What follows belongs to an exercise in optimizing a design on an open flow for small area; a production flow would make more cautious choices.
In this exercise RTL edits were held to simulation tests only and were not proved equivalent to the original.

[flow/config.mk]
export PLATFORM = sky130hd
export DESIGN_NAME = mlp_top
export DESIGN_NICKNAME = mlp_top
export VERILOG_FILES = /design/flow/design.v
export SDC_FILE = /design/flow/constraint.sdc
export NUM_CORES = 4
export LEC_CHECK = 0
export CAP_MARGIN = 20
export CORE_MARGIN = 2
export CORE_UTILIZATION = 70
export CTS_BUF_LIST = sky130_fd_sc_hd__clkbuf_4 sky130_fd_sc_hd__clkbuf_8
export CTS_CLUSTER_DIAMETER = 100
export CTS_CLUSTER_SIZE = 30
export PLACE_DENSITY = 0.75
export SLEW_MARGIN = 20
export SYNTH_HIERARCHICAL = 1
[flow/design.v]
`default_nettype none
package mlp_pkg;
    typedef logic [16-1:0] word_t;
    typedef enum logic [1:0] {
        SEG_SHR2,
        SEG_SHR3,
        SEG_SHR5,
        SEG_ONE
    } sig_seg_e;
    typedef enum logic [2-1:0] {
        REG_X1     = 2'd0,
        REG_X2_GO  = 2'd1,
        REG_STATUS = 2'd2
    } wb_reg_e;
endpackage
`default_nettype wire
`timescale 1ns/10ps
`default_nettype none
module mlp_fa (
    input  logic a,
    input  logic b,
    input  logic c,
    output logic s,
    output logic co
);
    assign s  = a ^ b ^ c;
    assign co = (a & b) | (a & c) | (b & c);
endmodule
module mlp_ha (
    input  logic a,
    input  logic b,
    output logic s,
    output logic co
);
    assign s  = a ^ b;
    assign co = a & b;
endmodule
`default_nettype wire
`timescale 1ns/10ps
`default_nettype none
module mlp_top (
    input  logic                  clk,
    input  logic                  rst,
    input  logic                  wb_cyc,
    input  logic                  wb_stb,
    input  logic                  wb_we,
    input  logic [2-1:0] wb_adr,
    input  mlp_pkg::word_t        wb_dat_i,
    output mlp_pkg::word_t        wb_dat_o,
    output logic                  wb_ack,
    output logic                  result_valid,
    output mlp_pkg::word_t        sig_value,
    output logic                  class_out
);
    logic [15:0] x1, x2;
    logic [7:0]  cnt;
    logic [1:0]  adr_q;
    logic [3:0]  vld;
    logic        access, launch;
    assign access = wb_cyc && wb_stb && !wb_ack;
    assign launch = access && wb_we && (wb_adr == 2'd1);
    always_ff @(posedge clk)
    begin
        if (rst)
        begin
            wb_ack       <= 1'b0;
            x1           <= '0;
            x2           <= '0;
            cnt          <= '0;
            vld          <= '0;
            result_valid <= 1'b0;
        end
        else
        begin
            wb_ack       <= access;
            vld          <= {vld[2:0], launch};
            result_valid <= vld[3];
            if (access && wb_we && wb_adr == 2'd0)
                x1 <= wb_dat_i;
            if (launch)
            begin
                x2  <= wb_dat_i;
                cnt <= cnt + 1'b1;
            end
        end
    end
    always_ff @(posedge clk)
    begin
        if (access)
            adr_q <= wb_adr;
    end
    always_comb
    begin
        case (adr_q)
            2'd0:    wb_dat_o = x1;
            2'd1:    wb_dat_o = x2;
            2'd2:    wb_dat_o = {8'h00, cnt};
            default: wb_dat_o = '0;
        endcase
    end
    function automatic logic [15:0] relu(input logic [15:0] v);
        relu = v[15] ? '0 : v;
    endfunction
    function automatic logic [15:0] bk(input logic [15:0] g0, input logic [15:0] t0);
        logic [15:0] g, t;
        g = g0;
        t = t0;
        for (int d = 1; d < 16; d = d * 2)
            for (int i = 2 * d - 1; i < 16; i += 2 * d)
            begin
                g[i] = g[i] | (t[i] & g[i - d]);
                t[i] = t[i] & t[i - d];
            end
        for (int d = 4; d >= 1; d = d / 2)
            for (int i = 3 * d - 1; i < 16; i += 2 * d)
            begin
                g[i] = g[i] | (t[i] & g[i - d]);
                t[i] = t[i] & t[i - d];
            end
        bk = t0 ^ {g[14:0], 1'b0};
    endfunction
    function automatic logic [15:0] addr(input logic [15:0] p, input logic [15:0] q, input logic ci);
        logic k;
        k = ci;
        for (int i = 0; i < 16; i++)
        begin
            addr[i] = p[i] ^ q[i] ^ k;
            k = (p[i] & q[i]) | (k & (p[i] ^ q[i]));
        end
    endfunction
    function automatic logic [15:0] add7(input logic [15:0] v);
        logic [15:0] r;
        logic        k;
        r[2:0] = v[2:0] - 3'd1;
        k = |v[2:0];
        for (int i = 3; i < 16; i++)
        begin
            r[i] = v[i] ^ k;
            k = k & v[i];
        end
        add7 = r;
    endfunction
    logic [15:0] fa, d;
    logic [14:0] a_q, p_q;
    logic        fb_q, fc_q;
    assign fa = addr(x1, x2, 1'b1);
    assign d  = addr(x1, ~x2, 1'b0);
    always_ff @(posedge clk)
    begin
        a_q  <= fa[15] ? ~fa[14:0] : '0;
        p_q  <= d[15] ? ~d[14:0] : d[14:0];
        fb_q <= ~d[15];
        fc_q <= d[15] ^ (&d[14:0]);
    end
    logic        ph;
    logic [14:0] b_q, k_q;
    logic [15:0] a, b, bx, k2, m_op, v_op;
    logic [15:0] z, um, ut, u2, u3, u4;
    logic [15:0] acc_s, acc_c, fb_s, fb_c;
    logic [15:0] m_s, m_k;
    logic [15:0] z_g, z_t;
    logic [15:0] v1_s, v1_k;
    logic [15:0] v2_s, v2_k;
    logic [15:0] w_g, w_t;
    logic [15:0] r1_s, r1_k;
    logic [15:0] r2_s, r2_k;
    logic [15:0] r_g, r_t;
    logic [15:0] q1_s, q1_k;
    logic [15:0] q_g, q_t;
    logic [15:0] l0_s, l0_k;
    logic [15:0] l1_s, l1_k;
    logic [15:0] l2_s, l2_k;
    logic [15:0] l3_s, l3_k;
    logic [15:0] l4_s, l4_k;
    assign ph  = vld[1];
    assign b_q = fb_q ? p_q : '0;
    assign k_q = fc_q ? (fb_q ? '0 : p_q) : 15'd1;
    assign a   = {1'b0, a_q};
    assign b   = {1'b0, b_q};
    assign bx  = ph ? ~b : b;
    assign k2  = {k_q[14:0], 1'b0};
    assign m_op = ph ? {~k_q[14:0], 1'b0} : {~k_q[13:0], 2'b11};
    assign v_op = ph ? {~k_q[14:0], 1'b1} : 16'hFFFE;
    mlp_fa u_m_0 (.a(a[0]), .b(b[0]), .c(m_op[0]), .s(m_s[0]), .co(m_k[1]));
    mlp_fa u_m_1 (.a(a[1]), .b(b[1]), .c(m_op[1]), .s(m_s[1]), .co(m_k[2]));
    mlp_fa u_m_2 (.a(a[2]), .b(b[2]), .c(m_op[2]), .s(m_s[2]), .co(m_k[3]));
    mlp_fa u_m_3 (.a(a[3]), .b(b[3]), .c(m_op[3]), .s(m_s[3]), .co(m_k[4]));
    mlp_fa u_m_4 (.a(a[4]), .b(b[4]), .c(m_op[4]), .s(m_s[4]), .co(m_k[5]));
    mlp_fa u_m_5 (.a(a[5]), .b(b[5]), .c(m_op[5]), .s(m_s[5]), .co(m_k[6]));
    mlp_fa u_m_6 (.a(a[6]), .b(b[6]), .c(m_op[6]), .s(m_s[6]), .co(m_k[7]));
    mlp_fa u_m_7 (.a(a[7]), .b(b[7]), .c(m_op[7]), .s(m_s[7]), .co(m_k[8]));
    mlp_fa u_m_8 (.a(a[8]), .b(b[8]), .c(m_op[8]), .s(m_s[8]), .co(m_k[9]));
    mlp_fa u_m_9 (.a(a[9]), .b(b[9]), .c(m_op[9]), .s(m_s[9]), .co(m_k[10]));
    mlp_fa u_m_10 (.a(a[10]), .b(b[10]), .c(m_op[10]), .s(m_s[10]), .co(m_k[11]));
    mlp_fa u_m_11 (.a(a[11]), .b(b[11]), .c(m_op[11]), .s(m_s[11]), .co(m_k[12]));
    mlp_fa u_m_12 (.a(a[12]), .b(b[12]), .c(m_op[12]), .s(m_s[12]), .co(m_k[13]));
    mlp_fa u_m_13 (.a(a[13]), .b(b[13]), .c(m_op[13]), .s(m_s[13]), .co(m_k[14]));
    mlp_fa u_m_14 (.a(a[14]), .b(b[14]), .c(m_op[14]), .s(m_s[14]), .co(m_k[15]));
    assign m_s[15] = m_op[15];
    assign m_k[0] = 1'b0;
    assign z_t[0] = m_s[0];
    assign z_g[0] = 1'b0;
    mlp_ha u_z_1 (.a(m_s[1]), .b(m_k[1]), .s(z_t[1]), .co(z_g[1]));
    mlp_ha u_z_2 (.a(m_s[2]), .b(m_k[2]), .s(z_t[2]), .co(z_g[2]));
    mlp_ha u_z_3 (.a(m_s[3]), .b(m_k[3]), .s(z_t[3]), .co(z_g[3]));
    mlp_ha u_z_4 (.a(m_s[4]), .b(m_k[4]), .s(z_t[4]), .co(z_g[4]));
    mlp_ha u_z_5 (.a(m_s[5]), .b(m_k[5]), .s(z_t[5]), .co(z_g[5]));
    mlp_ha u_z_6 (.a(m_s[6]), .b(m_k[6]), .s(z_t[6]), .co(z_g[6]));
    mlp_ha u_z_7 (.a(m_s[7]), .b(m_k[7]), .s(z_t[7]), .co(z_g[7]));
    mlp_ha u_z_8 (.a(m_s[8]), .b(m_k[8]), .s(z_t[8]), .co(z_g[8]));
    mlp_ha u_z_9 (.a(m_s[9]), .b(m_k[9]), .s(z_t[9]), .co(z_g[9]));
    mlp_ha u_z_10 (.a(m_s[10]), .b(m_k[10]), .s(z_t[10]), .co(z_g[10]));
    mlp_ha u_z_11 (.a(m_s[11]), .b(m_k[11]), .s(z_t[11]), .co(z_g[11]));
    mlp_ha u_z_12 (.a(m_s[12]), .b(m_k[12]), .s(z_t[12]), .co(z_g[12]));
    mlp_ha u_z_13 (.a(m_s[13]), .b(m_k[13]), .s(z_t[13]), .co(z_g[13]));
    mlp_ha u_z_14 (.a(m_s[14]), .b(m_k[14]), .s(z_t[14]), .co(z_g[14]));
    assign z_t[15] = m_op[15] ^ m_k[15];
    assign z_g[15] = 1'b0;
    mlp_ha u_v1_0 (.a(a[0]), .b(b[0]), .s(v1_s[0]), .co(v1_k[1]));
    mlp_fa u_v1_1 (.a(a[1]), .b(a[0]), .c(b[1]), .s(v1_s[1]), .co(v1_k[2]));
    mlp_fa u_v1_2 (.a(a[2]), .b(a[1]), .c(b[2]), .s(v1_s[2]), .co(v1_k[3]));
    mlp_fa u_v1_3 (.a(a[3]), .b(a[2]), .c(b[3]), .s(v1_s[3]), .co(v1_k[4]));
    mlp_fa u_v1_4 (.a(a[4]), .b(a[3]), .c(b[4]), .s(v1_s[4]), .co(v1_k[5]));
    mlp_fa u_v1_5 (.a(a[5]), .b(a[4]), .c(b[5]), .s(v1_s[5]), .co(v1_k[6]));
    mlp_fa u_v1_6 (.a(a[6]), .b(a[5]), .c(b[6]), .s(v1_s[6]), .co(v1_k[7]));
    mlp_fa u_v1_7 (.a(a[7]), .b(a[6]), .c(b[7]), .s(v1_s[7]), .co(v1_k[8]));
    mlp_fa u_v1_8 (.a(a[8]), .b(a[7]), .c(b[8]), .s(v1_s[8]), .co(v1_k[9]));
    mlp_fa u_v1_9 (.a(a[9]), .b(a[8]), .c(b[9]), .s(v1_s[9]), .co(v1_k[10]));
    mlp_fa u_v1_10 (.a(a[10]), .b(a[9]), .c(b[10]), .s(v1_s[10]), .co(v1_k[11]));
    mlp_fa u_v1_11 (.a(a[11]), .b(a[10]), .c(b[11]), .s(v1_s[11]), .co(v1_k[12]));
    mlp_fa u_v1_12 (.a(a[12]), .b(a[11]), .c(b[12]), .s(v1_s[12]), .co(v1_k[13]));
    mlp_fa u_v1_13 (.a(a[13]), .b(a[12]), .c(b[13]), .s(v1_s[13]), .co(v1_k[14]));
    mlp_fa u_v1_14 (.a(a[14]), .b(a[13]), .c(b[14]), .s(v1_s[14]), .co(v1_k[15]));
    assign v1_s[15] = a[14];
    assign v1_k[0] = 1'b0;
    mlp_ha u_v2_0 (.a(v1_s[0]), .b(v_op[0]), .s(v2_s[0]), .co(v2_k[1]));
    mlp_fa u_v2_1 (.a(v1_s[1]), .b(v1_k[1]), .c(v_op[1]), .s(v2_s[1]), .co(v2_k[2]));
    mlp_fa u_v2_2 (.a(v1_s[2]), .b(v1_k[2]), .c(v_op[2]), .s(v2_s[2]), .co(v2_k[3]));
    mlp_fa u_v2_3 (.a(v1_s[3]), .b(v1_k[3]), .c(v_op[3]), .s(v2_s[3]), .co(v2_k[4]));
    mlp_fa u_v2_4 (.a(v1_s[4]), .b(v1_k[4]), .c(v_op[4]), .s(v2_s[4]), .co(v2_k[5]));
    mlp_fa u_v2_5 (.a(v1_s[5]), .b(v1_k[5]), .c(v_op[5]), .s(v2_s[5]), .co(v2_k[6]));
    mlp_fa u_v2_6 (.a(v1_s[6]), .b(v1_k[6]), .c(v_op[6]), .s(v2_s[6]), .co(v2_k[7]));
    mlp_fa u_v2_7 (.a(v1_s[7]), .b(v1_k[7]), .c(v_op[7]), .s(v2_s[7]), .co(v2_k[8]));
    mlp_fa u_v2_8 (.a(v1_s[8]), .b(v1_k[8]), .c(v_op[8]), .s(v2_s[8]), .co(v2_k[9]));
    mlp_fa u_v2_9 (.a(v1_s[9]), .b(v1_k[9]), .c(v_op[9]), .s(v2_s[9]), .co(v2_k[10]));
    mlp_fa u_v2_10 (.a(v1_s[10]), .b(v1_k[10]), .c(v_op[10]), .s(v2_s[10]), .co(v2_k[11]));
    mlp_fa u_v2_11 (.a(v1_s[11]), .b(v1_k[11]), .c(v_op[11]), .s(v2_s[11]), .co(v2_k[12]));
    mlp_fa u_v2_12 (.a(v1_s[12]), .b(v1_k[12]), .c(v_op[12]), .s(v2_s[12]), .co(v2_k[13]));
    mlp_fa u_v2_13 (.a(v1_s[13]), .b(v1_k[13]), .c(v_op[13]), .s(v2_s[13]), .co(v2_k[14]));
    mlp_fa u_v2_14 (.a(v1_s[14]), .b(v1_k[14]), .c(v_op[14]), .s(v2_s[14]), .co(v2_k[15]));
    assign v2_s[15] = a[14] ^ v1_k[15] ^ v_op[15];
    assign v2_k[0] = 1'b0;
    assign w_t[0] = v2_s[0];
    assign w_g[0] = 1'b0;
    mlp_ha u_w_1 (.a(v2_s[1]), .b(v2_k[1]), .s(w_t[1]), .co(w_g[1]));
    mlp_ha u_w_2 (.a(v2_s[2]), .b(v2_k[2]), .s(w_t[2]), .co(w_g[2]));
    mlp_ha u_w_3 (.a(v2_s[3]), .b(v2_k[3]), .s(w_t[3]), .co(w_g[3]));
    mlp_ha u_w_4 (.a(v2_s[4]), .b(v2_k[4]), .s(w_t[4]), .co(w_g[4]));
    mlp_ha u_w_5 (.a(v2_s[5]), .b(v2_k[5]), .s(w_t[5]), .co(w_g[5]));
    mlp_ha u_w_6 (.a(v2_s[6]), .b(v2_k[6]), .s(w_t[6]), .co(w_g[6]));
    mlp_ha u_w_7 (.a(v2_s[7]), .b(v2_k[7]), .s(w_t[7]), .co(w_g[7]));
    mlp_ha u_w_8 (.a(v2_s[8]), .b(v2_k[8]), .s(w_t[8]), .co(w_g[8]));
    mlp_ha u_w_9 (.a(v2_s[9]), .b(v2_k[9]), .s(w_t[9]), .co(w_g[9]));
    mlp_ha u_w_10 (.a(v2_s[10]), .b(v2_k[10]), .s(w_t[10]), .co(w_g[10]));
    mlp_ha u_w_11 (.a(v2_s[11]), .b(v2_k[11]), .s(w_t[11]), .co(w_g[11]));
    mlp_ha u_w_12 (.a(v2_s[12]), .b(v2_k[12]), .s(w_t[12]), .co(w_g[12]));
    mlp_ha u_w_13 (.a(v2_s[13]), .b(v2_k[13]), .s(w_t[13]), .co(w_g[13]));
    mlp_ha u_w_14 (.a(v2_s[14]), .b(v2_k[14]), .s(w_t[14]), .co(w_g[14]));
    assign w_t[15] = v2_s[15] ^ v2_k[15];
    assign w_g[15] = 1'b0;
    mlp_ha u_r1_0 (.a(a[0]), .b(bx[0]), .s(r1_s[0]), .co(r1_k[1]));
    mlp_fa u_r1_1 (.a(a[1]), .b(bx[1]), .c(k2[1]), .s(r1_s[1]), .co(r1_k[2]));
    mlp_fa u_r1_2 (.a(a[2]), .b(bx[2]), .c(k2[2]), .s(r1_s[2]), .co(r1_k[3]));
    mlp_fa u_r1_3 (.a(a[3]), .b(bx[3]), .c(k2[3]), .s(r1_s[3]), .co(r1_k[4]));
    mlp_fa u_r1_4 (.a(a[4]), .b(bx[4]), .c(k2[4]), .s(r1_s[4]), .co(r1_k[5]));
    mlp_fa u_r1_5 (.a(a[5]), .b(bx[5]), .c(k2[5]), .s(r1_s[5]), .co(r1_k[6]));
    mlp_fa u_r1_6 (.a(a[6]), .b(bx[6]), .c(k2[6]), .s(r1_s[6]), .co(r1_k[7]));
    mlp_fa u_r1_7 (.a(a[7]), .b(bx[7]), .c(k2[7]), .s(r1_s[7]), .co(r1_k[8]));
    mlp_fa u_r1_8 (.a(a[8]), .b(bx[8]), .c(k2[8]), .s(r1_s[8]), .co(r1_k[9]));
    mlp_fa u_r1_9 (.a(a[9]), .b(bx[9]), .c(k2[9]), .s(r1_s[9]), .co(r1_k[10]));
    mlp_fa u_r1_10 (.a(a[10]), .b(bx[10]), .c(k2[10]), .s(r1_s[10]), .co(r1_k[11]));
    mlp_fa u_r1_11 (.a(a[11]), .b(bx[11]), .c(k2[11]), .s(r1_s[11]), .co(r1_k[12]));
    mlp_fa u_r1_12 (.a(a[12]), .b(bx[12]), .c(k2[12]), .s(r1_s[12]), .co(r1_k[13]));
    mlp_fa u_r1_13 (.a(a[13]), .b(bx[13]), .c(k2[13]), .s(r1_s[13]), .co(r1_k[14]));
    mlp_fa u_r1_14 (.a(a[14]), .b(bx[14]), .c(k2[14]), .s(r1_s[14]), .co(r1_k[15]));
    assign r1_s[15] = bx[15] ^ k2[15];
    assign r1_k[0] = 1'b0;
    mlp_ha u_r2_1 (.a(r1_s[1]), .b(r1_k[1]), .s(r2_s[1]), .co(r2_k[2]));
    assign r2_s[2] = ~(r1_s[2] ^ r1_k[2]);
    assign r2_k[3] = r1_s[2] | r1_k[2];
    assign r2_s[3] = ~(r1_s[3] ^ r1_k[3]);
    assign r2_k[4] = r1_s[3] | r1_k[3];
    assign r2_s[4] = ~(r1_s[4] ^ r1_k[4]);
    assign r2_k[5] = r1_s[4] | r1_k[4];
    assign r2_s[5] = ~(r1_s[5] ^ r1_k[5]);
    assign r2_k[6] = r1_s[5] | r1_k[5];
    assign r2_s[6] = ~(r1_s[6] ^ r1_k[6]);
    assign r2_k[7] = r1_s[6] | r1_k[6];
    assign r2_s[7] = ~(r1_s[7] ^ r1_k[7]);
    assign r2_k[8] = r1_s[7] | r1_k[7];
    assign r2_s[8] = ~(r1_s[8] ^ r1_k[8]);
    assign r2_k[9] = r1_s[8] | r1_k[8];
    assign r2_s[9] = ~(r1_s[9] ^ r1_k[9]);
    assign r2_k[10] = r1_s[9] | r1_k[9];
    assign r2_s[10] = ~(r1_s[10] ^ r1_k[10]);
    assign r2_k[11] = r1_s[10] | r1_k[10];
    assign r2_s[11] = ~(r1_s[11] ^ r1_k[11]);
    assign r2_k[12] = r1_s[11] | r1_k[11];
    assign r2_s[12] = ~(r1_s[12] ^ r1_k[12]);
    assign r2_k[13] = r1_s[12] | r1_k[12];
    assign r2_s[13] = ~(r1_s[13] ^ r1_k[13]);
    assign r2_k[14] = r1_s[13] | r1_k[13];
    assign r2_s[14] = ~(r1_s[14] ^ r1_k[14]);
    assign r2_k[15] = r1_s[14] | r1_k[14];
    assign r2_s[15] = ~(r1_s[15] ^ r1_k[15]);
    assign r2_s[0] = r1_s[0];
    assign r2_k[0] = 1'b0;
    assign r2_k[1] = 1'b0;
    assign r_t[0] = r1_s[0];
    assign r_g[0] = 1'b0;
    assign r_t[1] = r2_s[1];
    assign r_g[1] = 1'b0;
    mlp_ha u_r_2 (.a(r2_s[2]), .b(r2_k[2]), .s(r_t[2]), .co(r_g[2]));
    mlp_ha u_r_3 (.a(r2_s[3]), .b(r2_k[3]), .s(r_t[3]), .co(r_g[3]));
    mlp_ha u_r_4 (.a(r2_s[4]), .b(r2_k[4]), .s(r_t[4]), .co(r_g[4]));
    mlp_ha u_r_5 (.a(r2_s[5]), .b(r2_k[5]), .s(r_t[5]), .co(r_g[5]));
    mlp_ha u_r_6 (.a(r2_s[6]), .b(r2_k[6]), .s(r_t[6]), .co(r_g[6]));
    mlp_ha u_r_7 (.a(r2_s[7]), .b(r2_k[7]), .s(r_t[7]), .co(r_g[7]));
    mlp_ha u_r_8 (.a(r2_s[8]), .b(r2_k[8]), .s(r_t[8]), .co(r_g[8]));
    mlp_ha u_r_9 (.a(r2_s[9]), .b(r2_k[9]), .s(r_t[9]), .co(r_g[9]));
    mlp_ha u_r_10 (.a(r2_s[10]), .b(r2_k[10]), .s(r_t[10]), .co(r_g[10]));
    mlp_ha u_r_11 (.a(r2_s[11]), .b(r2_k[11]), .s(r_t[11]), .co(r_g[11]));
    mlp_ha u_r_12 (.a(r2_s[12]), .b(r2_k[12]), .s(r_t[12]), .co(r_g[12]));
    mlp_ha u_r_13 (.a(r2_s[13]), .b(r2_k[13]), .s(r_t[13]), .co(r_g[13]));
    mlp_ha u_r_14 (.a(r2_s[14]), .b(r2_k[14]), .s(r_t[14]), .co(r_g[14]));
    assign r_t[15] = r2_s[15] ^ r2_k[15];
    assign r_g[15] = 1'b0;
    mlp_ha u_q1_0 (.a(a[0]), .b(bx[0]), .s(q1_s[0]), .co(q1_k[1]));
    mlp_ha u_q1_1 (.a(a[1]), .b(bx[1]), .s(q1_s[1]), .co(q1_k[2]));
    assign q1_s[2] = ~(a[2] ^ bx[2]);
    assign q1_k[3] = a[2] | bx[2];
    mlp_ha u_q1_3 (.a(a[3]), .b(bx[3]), .s(q1_s[3]), .co(q1_k[4]));
    mlp_ha u_q1_4 (.a(a[4]), .b(bx[4]), .s(q1_s[4]), .co(q1_k[5]));
    mlp_ha u_q1_5 (.a(a[5]), .b(bx[5]), .s(q1_s[5]), .co(q1_k[6]));
    mlp_ha u_q1_6 (.a(a[6]), .b(bx[6]), .s(q1_s[6]), .co(q1_k[7]));
    mlp_ha u_q1_7 (.a(a[7]), .b(bx[7]), .s(q1_s[7]), .co(q1_k[8]));
    mlp_ha u_q1_8 (.a(a[8]), .b(bx[8]), .s(q1_s[8]), .co(q1_k[9]));
    mlp_ha u_q1_9 (.a(a[9]), .b(bx[9]), .s(q1_s[9]), .co(q1_k[10]));
    mlp_ha u_q1_10 (.a(a[10]), .b(bx[10]), .s(q1_s[10]), .co(q1_k[11]));
    mlp_ha u_q1_11 (.a(a[11]), .b(bx[11]), .s(q1_s[11]), .co(q1_k[12]));
    mlp_ha u_q1_12 (.a(a[12]), .b(bx[12]), .s(q1_s[12]), .co(q1_k[13]));
    mlp_ha u_q1_13 (.a(a[13]), .b(bx[13]), .s(q1_s[13]), .co(q1_k[14]));
    mlp_ha u_q1_14 (.a(a[14]), .b(bx[14]), .s(q1_s[14]), .co(q1_k[15]));
    assign q1_s[15] = bx[15];
    assign q1_k[0] = 1'b0;
    assign q_t[0] = q1_s[0];
    assign q_g[0] = 1'b0;
    mlp_ha u_q_1 (.a(q1_s[1]), .b(q1_k[1]), .s(q_t[1]), .co(q_g[1]));
    mlp_ha u_q_2 (.a(q1_s[2]), .b(q1_k[2]), .s(q_t[2]), .co(q_g[2]));
    mlp_ha u_q_3 (.a(q1_s[3]), .b(q1_k[3]), .s(q_t[3]), .co(q_g[3]));
    mlp_ha u_q_4 (.a(q1_s[4]), .b(q1_k[4]), .s(q_t[4]), .co(q_g[4]));
    mlp_ha u_q_5 (.a(q1_s[5]), .b(q1_k[5]), .s(q_t[5]), .co(q_g[5]));
    mlp_ha u_q_6 (.a(q1_s[6]), .b(q1_k[6]), .s(q_t[6]), .co(q_g[6]));
    mlp_ha u_q_7 (.a(q1_s[7]), .b(q1_k[7]), .s(q_t[7]), .co(q_g[7]));
    mlp_ha u_q_8 (.a(q1_s[8]), .b(q1_k[8]), .s(q_t[8]), .co(q_g[8]));
    mlp_ha u_q_9 (.a(q1_s[9]), .b(q1_k[9]), .s(q_t[9]), .co(q_g[9]));
    mlp_ha u_q_10 (.a(q1_s[10]), .b(q1_k[10]), .s(q_t[10]), .co(q_g[10]));
    mlp_ha u_q_11 (.a(q1_s[11]), .b(q1_k[11]), .s(q_t[11]), .co(q_g[11]));
    mlp_ha u_q_12 (.a(q1_s[12]), .b(q1_k[12]), .s(q_t[12]), .co(q_g[12]));
    mlp_ha u_q_13 (.a(q1_s[13]), .b(q1_k[13]), .s(q_t[13]), .co(q_g[13]));
    mlp_ha u_q_14 (.a(q1_s[14]), .b(q1_k[14]), .s(q_t[14]), .co(q_g[14]));
    assign q_t[15] = bx[15] ^ q1_k[15];
    assign q_g[15] = 1'b0;
    always_comb
    begin
        z  = bk(z_g, z_t);
        um = relu(z);
        ut = relu(~add7(z));
        if (ph)
            ut = ut << 1;
        u2 = relu(bk(w_g, w_t));
        if (ph)
            u2 = u2 << 1;
        u3 = relu(bk(r_g, r_t));
        u4 = bk(q_g, q_t);
        u4 = u4[15] ? ~u4 : '0;
    end
    assign fb_s = ph ? '0 : acc_s;
    assign fb_c = ph ? '0 : acc_c;
    mlp_ha u_l0_0 (.a(fb_s[0]), .b(um[0]), .s(l0_s[0]), .co(l0_k[1]));
    mlp_fa u_l0_1 (.a(fb_s[1]), .b(fb_c[1]), .c(um[1]), .s(l0_s[1]), .co(l0_k[2]));
    mlp_fa u_l0_2 (.a(fb_s[2]), .b(fb_c[2]), .c(um[2]), .s(l0_s[2]), .co(l0_k[3]));
    mlp_fa u_l0_3 (.a(fb_s[3]), .b(fb_c[3]), .c(um[3]), .s(l0_s[3]), .co(l0_k[4]));
    mlp_fa u_l0_4 (.a(fb_s[4]), .b(fb_c[4]), .c(um[4]), .s(l0_s[4]), .co(l0_k[5]));
    mlp_fa u_l0_5 (.a(fb_s[5]), .b(fb_c[5]), .c(um[5]), .s(l0_s[5]), .co(l0_k[6]));
    mlp_fa u_l0_6 (.a(fb_s[6]), .b(fb_c[6]), .c(um[6]), .s(l0_s[6]), .co(l0_k[7]));
    mlp_fa u_l0_7 (.a(fb_s[7]), .b(fb_c[7]), .c(um[7]), .s(l0_s[7]), .co(l0_k[8]));
    mlp_fa u_l0_8 (.a(fb_s[8]), .b(fb_c[8]), .c(um[8]), .s(l0_s[8]), .co(l0_k[9]));
    mlp_fa u_l0_9 (.a(fb_s[9]), .b(fb_c[9]), .c(um[9]), .s(l0_s[9]), .co(l0_k[10]));
    mlp_fa u_l0_10 (.a(fb_s[10]), .b(fb_c[10]), .c(um[10]), .s(l0_s[10]), .co(l0_k[11]));
    mlp_fa u_l0_11 (.a(fb_s[11]), .b(fb_c[11]), .c(um[11]), .s(l0_s[11]), .co(l0_k[12]));
    mlp_fa u_l0_12 (.a(fb_s[12]), .b(fb_c[12]), .c(um[12]), .s(l0_s[12]), .co(l0_k[13]));
    mlp_fa u_l0_13 (.a(fb_s[13]), .b(fb_c[13]), .c(um[13]), .s(l0_s[13]), .co(l0_k[14]));
    mlp_fa u_l0_14 (.a(fb_s[14]), .b(fb_c[14]), .c(um[14]), .s(l0_s[14]), .co(l0_k[15]));
    assign l0_s[15] = fb_s[15] ^ fb_c[15];
    assign l0_k[0] = 1'b0;
    mlp_fa u_l1_0 (.a(u2[0]), .b(u3[0]), .c(u4[0]), .s(l1_s[0]), .co(l1_k[1]));
    mlp_fa u_l1_1 (.a(u2[1]), .b(u3[1]), .c(u4[1]), .s(l1_s[1]), .co(l1_k[2]));
    mlp_fa u_l1_2 (.a(u2[2]), .b(u3[2]), .c(u4[2]), .s(l1_s[2]), .co(l1_k[3]));
    mlp_fa u_l1_3 (.a(u2[3]), .b(u3[3]), .c(u4[3]), .s(l1_s[3]), .co(l1_k[4]));
    mlp_fa u_l1_4 (.a(u2[4]), .b(u3[4]), .c(u4[4]), .s(l1_s[4]), .co(l1_k[5]));
    mlp_fa u_l1_5 (.a(u2[5]), .b(u3[5]), .c(u4[5]), .s(l1_s[5]), .co(l1_k[6]));
    mlp_fa u_l1_6 (.a(u2[6]), .b(u3[6]), .c(u4[6]), .s(l1_s[6]), .co(l1_k[7]));
    mlp_fa u_l1_7 (.a(u2[7]), .b(u3[7]), .c(u4[7]), .s(l1_s[7]), .co(l1_k[8]));
    mlp_fa u_l1_8 (.a(u2[8]), .b(u3[8]), .c(u4[8]), .s(l1_s[8]), .co(l1_k[9]));
    mlp_fa u_l1_9 (.a(u2[9]), .b(u3[9]), .c(u4[9]), .s(l1_s[9]), .co(l1_k[10]));
    mlp_fa u_l1_10 (.a(u2[10]), .b(u3[10]), .c(u4[10]), .s(l1_s[10]), .co(l1_k[11]));
    mlp_fa u_l1_11 (.a(u2[11]), .b(u3[11]), .c(u4[11]), .s(l1_s[11]), .co(l1_k[12]));
    mlp_fa u_l1_12 (.a(u2[12]), .b(u3[12]), .c(u4[12]), .s(l1_s[12]), .co(l1_k[13]));
    mlp_fa u_l1_13 (.a(u2[13]), .b(u3[13]), .c(u4[13]), .s(l1_s[13]), .co(l1_k[14]));
    mlp_fa u_l1_14 (.a(u2[14]), .b(u3[14]), .c(u4[14]), .s(l1_s[14]), .co(l1_k[15]));
    assign l1_s[15] = u2[15];
    assign l1_k[0] = 1'b0;
    mlp_ha u_l2_0 (.a(l0_s[0]), .b(l1_s[0]), .s(l2_s[0]), .co(l2_k[1]));
    mlp_fa u_l2_1 (.a(l0_s[1]), .b(l0_k[1]), .c(l1_s[1]), .s(l2_s[1]), .co(l2_k[2]));
    mlp_fa u_l2_2 (.a(l0_s[2]), .b(l0_k[2]), .c(l1_s[2]), .s(l2_s[2]), .co(l2_k[3]));
    mlp_fa u_l2_3 (.a(l0_s[3]), .b(l0_k[3]), .c(l1_s[3]), .s(l2_s[3]), .co(l2_k[4]));
    mlp_fa u_l2_4 (.a(l0_s[4]), .b(l0_k[4]), .c(l1_s[4]), .s(l2_s[4]), .co(l2_k[5]));
    mlp_fa u_l2_5 (.a(l0_s[5]), .b(l0_k[5]), .c(l1_s[5]), .s(l2_s[5]), .co(l2_k[6]));
    mlp_fa u_l2_6 (.a(l0_s[6]), .b(l0_k[6]), .c(l1_s[6]), .s(l2_s[6]), .co(l2_k[7]));
    mlp_fa u_l2_7 (.a(l0_s[7]), .b(l0_k[7]), .c(l1_s[7]), .s(l2_s[7]), .co(l2_k[8]));
    mlp_fa u_l2_8 (.a(l0_s[8]), .b(l0_k[8]), .c(l1_s[8]), .s(l2_s[8]), .co(l2_k[9]));
    mlp_fa u_l2_9 (.a(l0_s[9]), .b(l0_k[9]), .c(l1_s[9]), .s(l2_s[9]), .co(l2_k[10]));
    mlp_fa u_l2_10 (.a(l0_s[10]), .b(l0_k[10]), .c(l1_s[10]), .s(l2_s[10]), .co(l2_k[11]));
    mlp_fa u_l2_11 (.a(l0_s[11]), .b(l0_k[11]), .c(l1_s[11]), .s(l2_s[11]), .co(l2_k[12]));
    mlp_fa u_l2_12 (.a(l0_s[12]), .b(l0_k[12]), .c(l1_s[12]), .s(l2_s[12]), .co(l2_k[13]));
    mlp_fa u_l2_13 (.a(l0_s[13]), .b(l0_k[13]), .c(l1_s[13]), .s(l2_s[13]), .co(l2_k[14]));
    mlp_fa u_l2_14 (.a(l0_s[14]), .b(l0_k[14]), .c(l1_s[14]), .s(l2_s[14]), .co(l2_k[15]));
    assign l2_s[15] = l0_s[15] ^ l0_k[15] ^ u2[15];
    assign l2_k[0] = 1'b0;
    mlp_fa u_l3_1 (.a(l2_s[1]), .b(l2_k[1]), .c(l1_k[1]), .s(l3_s[1]), .co(l3_k[2]));
    mlp_fa u_l3_2 (.a(l2_s[2]), .b(l2_k[2]), .c(l1_k[2]), .s(l3_s[2]), .co(l3_k[3]));
    mlp_fa u_l3_3 (.a(l2_s[3]), .b(l2_k[3]), .c(l1_k[3]), .s(l3_s[3]), .co(l3_k[4]));
    mlp_fa u_l3_4 (.a(l2_s[4]), .b(l2_k[4]), .c(l1_k[4]), .s(l3_s[4]), .co(l3_k[5]));
    mlp_fa u_l3_5 (.a(l2_s[5]), .b(l2_k[5]), .c(l1_k[5]), .s(l3_s[5]), .co(l3_k[6]));
    mlp_fa u_l3_6 (.a(l2_s[6]), .b(l2_k[6]), .c(l1_k[6]), .s(l3_s[6]), .co(l3_k[7]));
    mlp_fa u_l3_7 (.a(l2_s[7]), .b(l2_k[7]), .c(l1_k[7]), .s(l3_s[7]), .co(l3_k[8]));
    mlp_fa u_l3_8 (.a(l2_s[8]), .b(l2_k[8]), .c(l1_k[8]), .s(l3_s[8]), .co(l3_k[9]));
    mlp_fa u_l3_9 (.a(l2_s[9]), .b(l2_k[9]), .c(l1_k[9]), .s(l3_s[9]), .co(l3_k[10]));
    mlp_fa u_l3_10 (.a(l2_s[10]), .b(l2_k[10]), .c(l1_k[10]), .s(l3_s[10]), .co(l3_k[11]));
    mlp_fa u_l3_11 (.a(l2_s[11]), .b(l2_k[11]), .c(l1_k[11]), .s(l3_s[11]), .co(l3_k[12]));
    mlp_fa u_l3_12 (.a(l2_s[12]), .b(l2_k[12]), .c(l1_k[12]), .s(l3_s[12]), .co(l3_k[13]));
    mlp_fa u_l3_13 (.a(l2_s[13]), .b(l2_k[13]), .c(l1_k[13]), .s(l3_s[13]), .co(l3_k[14]));
    mlp_fa u_l3_14 (.a(l2_s[14]), .b(l2_k[14]), .c(l1_k[14]), .s(l3_s[14]), .co(l3_k[15]));
    assign l3_s[15] = l2_s[15] ^ l2_k[15] ^ l1_k[15];
    assign l3_s[0] = l2_s[0];
    assign l3_k[0] = 1'b0;
    assign l3_k[1] = 1'b0;
    mlp_ha u_l4_0 (.a(l2_s[0]), .b(ut[0]), .s(l4_s[0]), .co(l4_k[1]));
    mlp_ha u_l4_1 (.a(l3_s[1]), .b(ut[1]), .s(l4_s[1]), .co(l4_k[2]));
    mlp_fa u_l4_2 (.a(l3_s[2]), .b(l3_k[2]), .c(ut[2]), .s(l4_s[2]), .co(l4_k[3]));
    mlp_fa u_l4_3 (.a(l3_s[3]), .b(l3_k[3]), .c(ut[3]), .s(l4_s[3]), .co(l4_k[4]));
    mlp_fa u_l4_4 (.a(l3_s[4]), .b(l3_k[4]), .c(ut[4]), .s(l4_s[4]), .co(l4_k[5]));
    mlp_fa u_l4_5 (.a(l3_s[5]), .b(l3_k[5]), .c(ut[5]), .s(l4_s[5]), .co(l4_k[6]));
    mlp_fa u_l4_6 (.a(l3_s[6]), .b(l3_k[6]), .c(ut[6]), .s(l4_s[6]), .co(l4_k[7]));
    mlp_fa u_l4_7 (.a(l3_s[7]), .b(l3_k[7]), .c(ut[7]), .s(l4_s[7]), .co(l4_k[8]));
    mlp_fa u_l4_8 (.a(l3_s[8]), .b(l3_k[8]), .c(ut[8]), .s(l4_s[8]), .co(l4_k[9]));
    mlp_fa u_l4_9 (.a(l3_s[9]), .b(l3_k[9]), .c(ut[9]), .s(l4_s[9]), .co(l4_k[10]));
    mlp_fa u_l4_10 (.a(l3_s[10]), .b(l3_k[10]), .c(ut[10]), .s(l4_s[10]), .co(l4_k[11]));
    mlp_fa u_l4_11 (.a(l3_s[11]), .b(l3_k[11]), .c(ut[11]), .s(l4_s[11]), .co(l4_k[12]));
    mlp_fa u_l4_12 (.a(l3_s[12]), .b(l3_k[12]), .c(ut[12]), .s(l4_s[12]), .co(l4_k[13]));
    mlp_fa u_l4_13 (.a(l3_s[13]), .b(l3_k[13]), .c(ut[13]), .s(l4_s[13]), .co(l4_k[14]));
    mlp_fa u_l4_14 (.a(l3_s[14]), .b(l3_k[14]), .c(ut[14]), .s(l4_s[14]), .co(l4_k[15]));
    assign l4_s[15] = l3_s[15] ^ l3_k[15] ^ ut[15];
    assign l4_k[0] = 1'b0;
    always_ff @(posedge clk)
    begin
        acc_s <= l4_s;
        acc_c <= l4_k;
    end
    logic [15:0] s;
    logic [9:0]  e_d, e_q;
    assign s = addr(acc_s, acc_c, 1'b0);
    logic lt1, lt2, lt3;
    assign lt1 = s[15:10] == 6'd0;
    assign lt2 = s[15:12] == 4'd0 && !(s[11] && (s[10] || s[9] || (s[8] && s[7])));
    assign lt3 = s[15:13] == 3'd0 && !(s[12] && (s[11] || s[10]));
    always_comb
    begin
        if (lt1)
            e_d = {2'b00, s[9:2]};
        else if (lt2)
            e_d = {2'b01, ~s[10], s[9:3]};
        else if (lt3)
            e_d = {3'b011, ~(s[11] ^ s[10]), ~s[10], s[9:5]};
        else
            e_d = 10'd512;
    end
    always_ff @(posedge clk)
    begin
        e_q <= e_d;
    end
    assign sig_value = {5'b00000, e_q[9], ~e_q[9], e_q[8:0]};
    assign class_out = |e_q;
endmodule
`default_nettype wire
[flow/constraint.sdc]
create_clock -name core_clock -period 7.0 [get_ports {clk}]
set_input_delay 1.4000 -clock core_clock [delete_from_list [all_inputs] [get_ports {clk}]]
set_output_delay 1.4000 -clock core_clock [all_outputs]
set_load 0.01 [all_outputs]
[flow/run.sh]
#!/bin/bash
# synth_recipe.tcl (not shown) runs the flow's synth.tcl, then flattens the netlist and writes it again
# the make line also repeats each setting of config.mk as NAME=value (left out here)
make -C /OpenROAD-flow-scripts/flow DESIGN_CONFIG=/design/flow/config.mk WORK_HOME=/design/flow/orfs CLKGATE_MAP_FILE= SYNTH_SCRIPT=/design/flow/synth_recipe.tcl finish
==> key figures, run 1 <==
Finish
  • Most frequent cells in the layout: 168 x fa_1, 137 x ha_1, 117 x dfxtp_1
  • Finished layout cell area: 13180 sq um
  • Layout cells sized above 1: 5.205%
  • Layout Nets: 1583
  • # diodes: 0
  • Most common cell after layout, fill and taps aside: fa_1
  • Area delta synth->final: 9.962%

Synth
  • Mapped Area: 11980 sq um
  • Post-synthesis adder-cell area fraction: 42.38%
  • Synth Area in XOR/XNOR: 6.140%
  • Synth Area in Compound Gates: 8.521%
  • Post-Synth Simple-Gate Area: 14.59%
  • Yosys reg bits: 121
  • Post-synthesis instance total: 1213
  • Synth warnings: 7
  • Seq/Total Area, Yosys: 20.38%
  • Dominant synthesized flop cell: dfxtp_1
  • Mux share of post-synthesis cell area: 2.673%
  • Unique masters post-synth: 52
  • Largest family of logic cells by synthesized area: adder cells
  • Syn avg cell area: 9.878 sq um
  • Synth async-reset ratio: 0%
  • Post-synth EDFFs: 2

Placed design
  • Hpwl dp: 19260 um
  • Buffers on Ports: 52
  • Placed Instance Area: 12690 sq um
  • Worst slack, placed: -21.37 ps
  • Gp weighted congestion: 0.8745

Timing
  • Worst clock skew: 18.82 ps
  • Hold Vio Cnt, Final: 0
  • Setup violations, final: 0
  • Post-layout min period: 6716 ps
  • RSZ-0062 raised after global routing: no
  • Tcrit/Tclk final: 95.94%
  • Worst-margin pin slew: 883.8 ps
  • Fmax: 0.1489 GHz
  • Max Slew Vio Count: 0
  • Final hold slack: 441.0 ps
  • Slew Limit Headroom: 40.83%
  • Final setup margin: 284.0 ps

Clock tree
  • TritonCTS Buffers: 17
  • CTS tree: yes
  • Later-pin clock latency in the skew report: 470 ps
  • CTS root buf: clkbuf_8
  • Clock Sinks: 121
  • Post-CTS Hold Buffers: 0
  • H-tree Lvls: 4
  • Max clock buf depth: 2
  • Clk slew on worst S/H paths: 80 ps

GRT
  • First-pass GRT wire length: 40050 um
  • Vias in the first global route: 8648
  • Pin count of the biggest net entering global routing: 65
  • Total track usage: 28.02%
  • Total gr overflow: 0
  • Initial antenna violation count: 0

Floorplan
  • Die Span Y: 134.8 um
  • Die area: 18180 sq um
  • Row cnt: 47
  • Core Box Area: 16640 sq um
  • Initial Util: 71.99%
  • IO Pins: 58
  • Die Width: 134.8 um

Critical path
  • Critical Path RT: 7400 ps
  • CP arrival: 7110 ps
  • Worst Setup Path Type: flop to flop
  • CP max FO: 15
  • CP startpoint kind: flop
  • Critical Path Sink Type: flop

Route
  • Vias/cell: 5.517
  • Final ANT Viol Nets: 0
  • Number of remaining DRC errors: 0
  • DR WL/cell: 15.60 um
  • Via Count: 8209
  • 1st-pass router iterations: 5
  • Final WL: 23220 um
  • Initial DRC count: 305

Flow run
  • # Max-Cap Violations: 0

Status
  • Status: complete, no violations

Min path
  • HP Class: flop to flop
flip-flops by register name, indices dropped and copies added (netlist names):
signal and count:
acc_c 15, result_valid 1, a_q 15, wb_ack 1
cnt 8, fc_q 1, adr_q 2, fb_q 1
x1 16, x2 16, vld 4, acc_s 16
p_q 15, e_q 10
worst max-delay path, cell delays in order, from the launching register on:
cell	delay, ps
dfxtp_1	390
inv_1	60
ha_1	200
fa_1	390
fa_1	390
fa_1	390
fa_1	400
fa_1	400
fa_1	400
fa_1	410
fa_1	390
fa_1	390
fa_1	410
fa_1	370
inv_1	70
fa_1	160
inv_1	50
fa_1	380
fa_1	470
xnor2_4	330
and2_1	180
repair_timing:
action                     in CTS  in global routing
setup endpoints to repair      15                 17
pin swaps                       0                  2
gates resized for setup         1                  7
hold endpoints to repair        0                  0
setup buffers                   0                  0
layout make-up:
| class | count | area (sq um) |
|---|---|---|
| clock buffers | 19 | 249.0 |
| clock inverters | 13 | 168.9 |
| fillers | 1151 | 3467 |
| inverters | 114 | 427.9 |
| multi-input cells | 937 | 8999 |
| flip-flops and latches | 121 | 2445 |
| well taps | 220 | 275.3 |
| repair buffers | 64 | 610.6 |
synthesized netlist by cell type, types with 2 or more instances:
master	instances	area share, %
a211oi_1	15	0.94
a21boi_0	12	0.75
a21o_1	20	1.3
a21oi_1	52	2.2
a22oi_1	5	0.31
a311o_1	3	0.25
a31o_2	4	0.29
a31oi_1	5	0.26
and2_1	67	3.5
and3_1	6	0.31
buf_1	4	0.13
buf_2	8	0.33
buf_4	5	0.31
clkbuf_1	27	0.85
dfxtp_1	119	20
edfxtp_1	2	0.50
fa_1	168	28
ha_1	137	14
inv_1	114	3.6
mux2i_1	32	2.7
nand2_1	106	3.3
nand2b_1	2	0.10
nand3_1	3	0.13
nand3b_1	2	0.13
nand4_1	2	0.10
nand4b_1	2	0.15
nor2_1	95	3.0
nor2b_1	43	2.2
nor4_1	5	0.26
o21a_1	8	0.50
o21ai_0	28	1.2
o21bai_1	3	0.19
o31ai_1	2	0.13
or2_2	6	0.31
or3_1	9	0.47
xnor2_1	64	4.7
xnor3_1	2	0.38
xor2_1	12	0.88
logic make-up (layout without fill, tap and decap cells):
kind of cell | Yosys count | count (layout)
and+or+nand+nor | 355 | 355
adders and majority gates | 305 | 305
AOI/OAI and AO/OA | 161 | 161
buffers and inverters | 159 | 210
DFF | 121 | 121
xor gates and xnor gates | 79 | 79
muxes | 32 | 32
other | 1 | 5
per-module statistics from Yosys, one instance, submodules excluded:
module | cells | flip-flops and latches | times used | area (sq um)
mlp_top | 1009 | 121 | 1 | 8476
mlp_ha | 1 | 0 | 77 | 12.51
mlp_fa | 1 | 0 | 127 | 20.02
metal layers:
layer / track usage [%] / vias up / share of wire (%)
li1: - / 4033 / -
met1: 37.10 / 4016 / 45
met2: 48.28 / 138 / 50
met3: 3.416 / 22 / 2.7
met4: 9.006 / 0 / 1.5
met5: 0 / - / 0
final timing paths:
path | from | end | slack, ps | cells past startpoint
min | vld[0] | vld[1] | 440 | 1
min reg2reg | vld[0] | vld[1] | 440 | 1
max | x1[0] | a_q[3] | 280 | 20
max reg2reg | x1[0] | a_q[3] | 280 | 20
per-stage QoR:
step	cells	util [%]	setup TNS (ps)
finish	1488	79.17	0
global route	1488	79.17	0
CTS	1488	78.84	0
detailed placement	1456	76.28	-75.92
global placement	1456	76.28	0
floorplan	1217	-	0
==> run 2: changes to the inputs <==
==> flow/flow/run.sh (new file) <==
#!/bin/bash
# The standard layout (the standard.sh, ORFS from synthesis to finish) with two changes:
#  - the port buffers that global placement adds are the smallest buffer, buf_1;
#  - clock tree synthesis adds no dummy loads and uses its own buffer list and clustering.
# Make's full output goes to flow_make.log here; each ORFS step keeps its own log under
# orfs/logs/.
set -euo pipefail
WORK="$(cd "$(dirname "$0")/.." && pwd)"
cd "$WORK"
bash standard.sh \
    "BUFFER_PORTS_ARGS=-buffer_cell sky130_fd_sc_hd__buf_1" \
    "CTS_ARGS=-sink_clustering_enable -repair_clock_nets -sink_clustering_size 30 -sink_clustering_max_diameter 100 -buf_list {sky130_fd_sc_hd__clkbuf_16} -dont_use_dummy_load" \
    finish > "$WORK/flow_make.log" 2>&1
==> flow/standard.sh (new file) <==
#!/bin/bash
# synth_recipe.tcl (not shown) runs the flow's synth.tcl, then flattens the netlist and writes it again
# the make line also repeats each setting of config.mk as NAME=value (left out here)
make -C /OpenROAD-flow-scripts/flow DESIGN_CONFIG=/design/flow/config.mk WORK_HOME=/design/flow/orfs CLKGATE_MAP_FILE= SYNTH_SCRIPT=/design/flow/synth_recipe.tcl "${@:-finish}"
removed: flow/run.sh
==> run 2 against run 1 <==
First-iteration DRC count rose by 8.9%. Critical path depth did not move. Utilization fell by 2.0 points. Setup slack got worse by 71 ps. Design area fell by 2.6%. Hold slack got worse by 9.6 ps. Die area did not move. Routed wire length rose by 3.3%. Flip-flop and latch count did not move. Critical endpoint is now a_q[0]. Largest cell class unchanged. Highest routed layer unchanged.
==> key figures, run 2 <==
Critical path
  • Worst flop-to-flop path startpoint: x1[0]
  • Crit path to: a_q[0]
  • Reg2Reg Depth: 20
  • CP startpoint kind: flop
  • Critical Path Sink Type: flop
  • Worst Setup Path Type: flop to flop
  • CP arrival: 7140 ps
  • RR Endpoint: a_q[0]
  • Crit path launch: x1[0]
  • CP max FO: 15
  • R2r setup slk: 210 ps
  • Critical Path RT: 7350 ps

Floorplan
  • Core Box Area: 16640 sq um
  • Die Width: 134.8 um
  • IO Pins: 58
  • Row cnt: 47
  • Initial Util: 71.99%
  • Die area: 18180 sq um
  • Die Span Y: 134.8 um

Clock tree
  • Later-pin clock latency in the skew report: 430 ps
  • Clock Sinks: 121
  • Max clock buf depth: 2
  • CTS tree: yes
  • Clk slew on worst S/H paths: 60 ps
  • CTS root buf: clkbuf_16
  • TritonCTS Buffers: 17
  • Post-CTS Hold Buffers: 0
  • H-tree Lvls: 4

Synth
  • Synth warnings: 7
  • Mapped Area: 11980 sq um
  • Post-synthesis instance total: 1213
  • Dominant synthesized flop cell: dfxtp_1
  • Synth Area in XOR/XNOR: 6.140%
  • Post-synthesis adder-cell area fraction: 42.38%
  • Unique masters post-synth: 52
  • Post-synth EDFFs: 2
  • Synth area leaders: fa_1 28%, dfxtp_1 20%, ha_1 14%
  • Largest family of logic cells by synthesized area: adder cells
  • Yosys reg bits: 121
  • Seq/Total Area, Yosys: 20.38%
  • Post-Synth Simple-Gate Area: 14.59%
  • Mux share of post-synthesis cell area: 2.673%
  • Dominant cell by count in the synthesized netlist: fa_1
  • Yosys top cell area share: 28.07%
  • Top cells by count, synth: 168 x fa_1, 137 x ha_1, 119 x dfxtp_1
  • Synth Area in Compound Gates: 8.521%
  • Syn avg cell area: 9.878 sq um
  • Synth async-reset ratio: 0%
  • Yosys top cell by area: fa_1

Timing
  • Worst clock skew: 27.80 ps
  • Setup TNS: 0 ps
  • Max Slew Vio Count: 0
  • Setup violations, final: 0
  • Fmax: 0.1473 GHz
  • Hold Vio Cnt, Final: 0
  • Tcrit/Tclk final: 96.96%
  • Slew Limit Headroom: 38.28%
  • Worst-margin pin slew: 922.0 ps
  • Post-layout min period: 6787 ps

Flow run
  • # Max-Cap Violations: 0

GRT
  • Total track usage: 28.49%
  • Initial antenna violation count: 0
  • First-pass GRT wire length: 40640 um
  • Vias in the first global route: 8712
  • Total gr overflow: 0
  • Pin count of the biggest net entering global routing: 65

Finish
  • Layout cells sized above 1: 3.834%
  • Layout Nets: 1582
  • Most common cell after layout, fill and taps aside: fa_1
  • Reg area: 2445 sq um
  • Most frequent cells in the layout: 168 x fa_1, 137 x ha_1, 117 x dfxtp_1
  • # diodes: 0
  • Multi-input logic area: 8982 sq um
  • Fillers: 1210
  • Regs by FF count: acc_s (16), x1 (16), x2 (16)
  • Final Util: 77.12%
  • Area delta synth->final: 7.122%

Route
  • Final WL: 23990 um
  • Final ANT Viol Nets: 0
  • 1st-pass router iterations: 4
  • DR WL/cell: 16.29 um
  • Vias/cell: 5.550
  • Number of remaining DRC errors: 0
  • Initial DRC count: 332
  • Via Count: 8169

Placed design
  • Buffers on Ports: 52
  • Gp weighted congestion: 0.8827
  • Hpwl dp: 19490 um

Status
  • Status: complete, no violations

Min path
  • HP Class: flop to flop
[run 2: cell counts after synthesis]
No cell type changed its count.
[run 2: how the worst min path moves through the flow]
stage | end | slack [ps] | depth (start not counted) | start
2_1_floorplan | result_valid | 410 | 1 | vld[3]
3_3_place_gp | vld[1] | 420 | 1 | vld[0]
3_5_place_dp | vld[1] | 420 | 1 | vld[0]
4_1_cts | vld[1] | 440 | 1 | vld[0]
5_1_grt | vld[1] | 440 | 1 | vld[0]
6_report | vld[1] | 430 | 1 | vld[0]
[run 2: per-module statistics from Yosys (local to each module, per instance)]
module,area [sq um],copies in the design,cells inside
mlp_top,8476,1,1009
mlp_ha,12.51,77,1
mlp_fa,20.02,127,1
[run 2: critical path, stage by stage, from the launching register on]
cell	delay, ps
dfxtp_1	370
inv_1	60
ha_1	200
fa_1	380
fa_1	390
fa_1	420
fa_1	400
fa_1	410
fa_1	410
fa_1	400
fa_1	430
fa_1	400
fa_1	390
fa_1	370
inv_1	70
fa_1	160
inv_1	50
fa_1	380
fa_1	460
xnor2_4	350
and2_1	190
[run 2: what timing repair did]
item | CTS | global route
buffers inserted | 0 | 0
gates resized for setup | 1 | 4
gates cloned | 0 | 0
pin swaps | 0 | 2
endpoints found under the setup margin | 15 | 22
[run 2: logic make-up after synthesis]
kind of cell,count (synthesis)
buffers and inverters,159
AO/OA/AOI/OAI,161
adder cells (fa/ha/maj),305
other,1
flip-flops,121
multiplexers,32
AND/OR/NAND/NOR,355
XOR/XNOR,79
[run 2: cell type report]
class | count | share of cell area (%)
Tap cell | 220 | 2.145
Multi-Input combinational cell | 937 | 69.98
Sequential cell | 121 | 19.05
Timing Repair Buffer | 63 | 2.174
Clock buffer | 17 | 3.314
Inverter | 114 | 3.334
[run 2: per-layer routing]
metal  share of wire, %  global-route usage [%]  vias to the layer above
met5                  0                       0                        -
met4                1.7                   8.480                        0
met3                2.5                   3.341                       31
met2                 50                   49.49                      131
met1                 46                   37.75                     3992
li1                   -                       -                     4015
[run 2: stage by stage]
stage	instances	hold WS, ps	cell area, sq um	worst slack [ps]
4_1_cts	1472	435.6	12800	69.12
2_1_floorplan	1217	413.8	12000	415.2
3_3_place_gp	1455	425.0	12360	57.12
6_report	1472	431.4	12830	212.7
5_1_grt	1472	443.9	12830	-0.6004
3_5_place_dp	1455	424.5	12360	-26.30
==> run 3: changes to the inputs <==
--- a/flow/flow/run.sh
+++ b/flow/flow/run.sh
@@ -10,4 +10,4 @@
 bash standard.sh \
     "BUFFER_PORTS_ARGS=-buffer_cell sky130_fd_sc_hd__buf_1" \
-    "CTS_ARGS=-sink_clustering_enable -repair_clock_nets -sink_clustering_size 30 -sink_clustering_max_diameter 100 -buf_list {sky130_fd_sc_hd__clkbuf_16} -dont_use_dummy_load" \
+    "CTS_ARGS=-sink_clustering_enable -repair_clock_nets -sink_clustering_size 40 -sink_clustering_max_diameter 200 -sink_clustering_levels 2 -buf_list {sky130_fd_sc_hd__clkbuf_4 sky130_fd_sc_hd__clkbuf_8} -dont_use_dummy_load" \
     finish > "$WORK/flow_make.log" 2>&1
==> run 3 against run 2 <==
Still clean on timing, DRC and antenna. Highest routed layer unchanged. Critical path type unchanged. Register-to-register slack improved by 60 ps. Global-route usage decreased by 0.53 points. Hold slack lost 6.7 ps.
==> key figures, run 3 <==
Clock tree
  • Clock Sinks: 121
  • CTS root buf: clkbuf_8
  • Later-pin clock latency in the skew report: 450 ps
  • Max clock buf depth: 2
  • H-tree Lvls: 4
  • Clk slew on worst S/H paths: 90 ps
  • Post-CTS Hold Buffers: 0
  • CTS tree: yes
  • TritonCTS Buffers: 17
  • Post-CTS Setup Bufs: 0

GRT
  • Total gr overflow: 0
  • Pin count of the biggest net entering global routing: 65
  • Total track usage: 27.96%
  • First-pass GRT wire length: 40090 um
  • Vias in the first global route: 8590
  • Initial antenna violation count: 0

Finish
  • Most frequent cells in the layout: 168 x fa_1, 137 x ha_1, 117 x dfxtp_1
  • Layout cells sized above 1: 3.914%
  • Most common cell after layout, fill and taps aside: fa_1
  • Regs by FF count: acc_s (16), x1 (16), x2 (16)
  • # diodes: 0
  • Final Util: 76.02%
  • Area delta synth->final: 5.587%
  • Layout Nets: 1582

Timing
  • Slew Limit Headroom: 38.04%
  • Post-layout min period: 6732 ps
  • RSZ-0062 raised after global routing: no
  • Worst-margin pin slew: 925.5 ps
  • Hold Vio Cnt, Final: 0
  • Max Slew Vio Count: 0
  • Setup TNS: 0 ps
  • Setup violations, final: 0
  • Fmax: 0.1486 GHz
  • Worst clock skew: 36.43 ps
  • Final hold slack: 424.7 ps
  • Tcrit/Tclk final: 96.16%

Route
  • 1st-pass router iterations: 4
  • Initial DRC count: 319
  • Number of remaining DRC errors: 0
  • Via Count: 8133
  • Final WL: 23230 um
  • Final ANT Viol Nets: 0
  • Vias/cell: 5.525
  • DR WL/cell: 15.78 um

Synth
  • Yosys reg bits: 121
  • Synth async-reset ratio: 0%
  • Synth area leaders: fa_1 28%, dfxtp_1 20%, ha_1 14%
  • Syn avg cell area: 9.878 sq um
  • Yosys top cell by area: fa_1
  • Unique masters post-synth: 52
  • Dominant synthesized flop cell: dfxtp_1
  • Seq/Total Area, Yosys: 20.38%
  • Post-synth EDFFs: 2
  • Synth warnings: 7
  • Yosys top cell area share: 28.07%
  • Mapped Area: 11980 sq um
  • Dominant cell by count in the synthesized netlist: fa_1
  • Post-synthesis instance total: 1213
  • Top cells by count, synth: 168 x fa_1, 137 x ha_1, 119 x dfxtp_1

Critical path
  • Critical Path RT: 7360 ps
  • Reg2Reg Depth: 20
  • Critical Path Sink Type: flop
  • R2r setup slk: 270 ps
  • Worst Setup Path Type: flop to flop
  • CP arrival: 7090 ps
  • Worst flop-to-flop path startpoint: x1[0]
  • CP startpoint kind: flop
  • CP max FO: 15
  • RR Endpoint: a_q[12]

Min path
  • HP Class: flop to flop
  • Worst hold start: vld[3]
  • Hold Path Cell Cnt: 1
  • Hold path endpoint: result_valid

Placed design
  • Gp weighted congestion: 0.8827
  • Hpwl dp: 19490 um
  • Buffers on Ports: 52

Floorplan
  • Row cnt: 47
  • Die area: 18180 sq um
  • IO Pins: 58
  • Die Width: 134.8 um
  • Die Span Y: 134.8 um
  • Core Box Area: 16640 sq um
  • Initial Util: 71.99%

Status
  • Status: complete, no violations

Flow run
  • # Max-Cap Violations: 0
-- run 3: layout make-up --
class                   count  area (sq um)
clock buffers              17         234.0
fillers                  1242          3991
inverters                 114         427.9
multi-input cells         937          8990
flip-flops and latches    121          2445
well taps                 220         275.3
repair buffers             63         279.0
-- run 3: through the flow --
| stage | setup WS [ps] | instance area, sq um | cells |
|---|---|---|---|
| after floorplan | 415.2 | 12000 | 1217 |
| after global placement | 57.12 | 12360 | 1455 |
| after detailed placement | -26.30 | 12360 | 1455 |
| after CTS | 113.3 | 12600 | 1472 |
| after global routing | 0.2180 | 12650 | 1472 |
| final | 268.5 | 12650 | 1472 |
-- run 3: logic make-up (layout without fill, tap and decap cells) --
group / Yosys count / in the layout / synth area share [%]
AND/OR/NAND/NOR: 355 / 355 / 14.59
adder cells (fa/ha/maj): 305 / 305 / 42.38
AO/OA/AOI/OAI: 161 / 161 / 8.521
buffers and inverters: 159 / 194 / 5.284
flip-flops: 121 / 121 / 20.38
XOR/XNOR: 79 / 79 / 6.140
multiplexers: 32 / 32 / 2.673
other: 1 / 5 / 0.03130
-- run 3: what timing repair did --
item,in CTS,in global routing
resized for setup,1,5
setup endpoints to repair,15,22
pin swaps,0,1
-- run 3: how the worst max path moves through the flow --
stage	from	end	slack, ps	depth (start not counted)
3_3_place_gp	x1[0]	a_q[0]	60	20
6_report	x1[0]	a_q[12]	270	20
3_5_place_dp	x1[0]	a_q[12]	-30	20
4_1_cts	x2[0]	fc_q	110	20
5_1_grt	x1[0]	a_q[7]	0.2	20
2_1_floorplan	vld[1]	acc_s[15]	420	28
-- run 3: critical path: stages (launching register included) --
cell and delay, ps:
dfxtp_1 370, inv_1 60, ha_1 200, fa_1 380, fa_1 390, fa_1 410, fa_1 410, fa_1 390
fa_1 400, fa_1 390, fa_1 390, fa_1 400, fa_1 400, fa_1 360, inv_1 70, fa_1 160
inv_1 50, fa_1 380, fa_1 460, xnor2_4 370, nor2b_1 180
-- run 3: per-layer routing --
layer	share of wire (%)	up-vias	global-route usage [%]	routed length (um)
met3	2.8	15	3.566	650
met2	50	126	48.08	11660
met1	46	3974	37.90	10660
met5	0	-	0	0
li1	-	4018	-	-
met4	1.1	0	6.901	265
-- run 3: per-module statistics from Yosys, one instance, submodules excluded --
| module | flip-flops and latches | cells inside | cell area, sq um | copies in the design |
|---|---|---|---|---|
| mlp_fa | 0 | 1 | 20.02 | 127 |
| mlp_ha | 0 | 1 | 12.51 | 77 |
| mlp_top | 121 | 1009 | 8476 | 1 |

## port drivers added, routing unchanged
No port has a modelled driver above. Below, the same layouts with a new extraction and two added sets of constraints.
Step 1: set_driving_cell puts a clkbuf_16 on clk and a buf_2 on each other input, an assumption about the parent block.
Step 2 times the ports against the registers' clock, not the clock port: input delays grow and output delays shrink by t, the midpoint of the rising clock arrivals with the driver on.
Three values: ideal ports, drivers, drivers and shift; two values: the first two.
run	shift t [ns]	slack for setup (ns)	worst hold slack (ns)	latest minus earliest clock arrival (ns)	worst register clock-pin slew, ns
run 1	0.500	0.284 / 0.284 / 0.284	0.441 / 0.441 / 0.441	0.019 / 0.018	0.09 / 0.09
run 2	0.460	0.213 / 0.213 / 0.213	0.431 / 0.431 / 0.431	0.027 / 0.028	0.07 / 0.07
run 3	0.480	0.268 / 0.268 / 0.268	0.425 / 0.425 / 0.425	0.036 / 0.037	0.09 / 0.09
After both steps setup and hold are still met in every run listed.
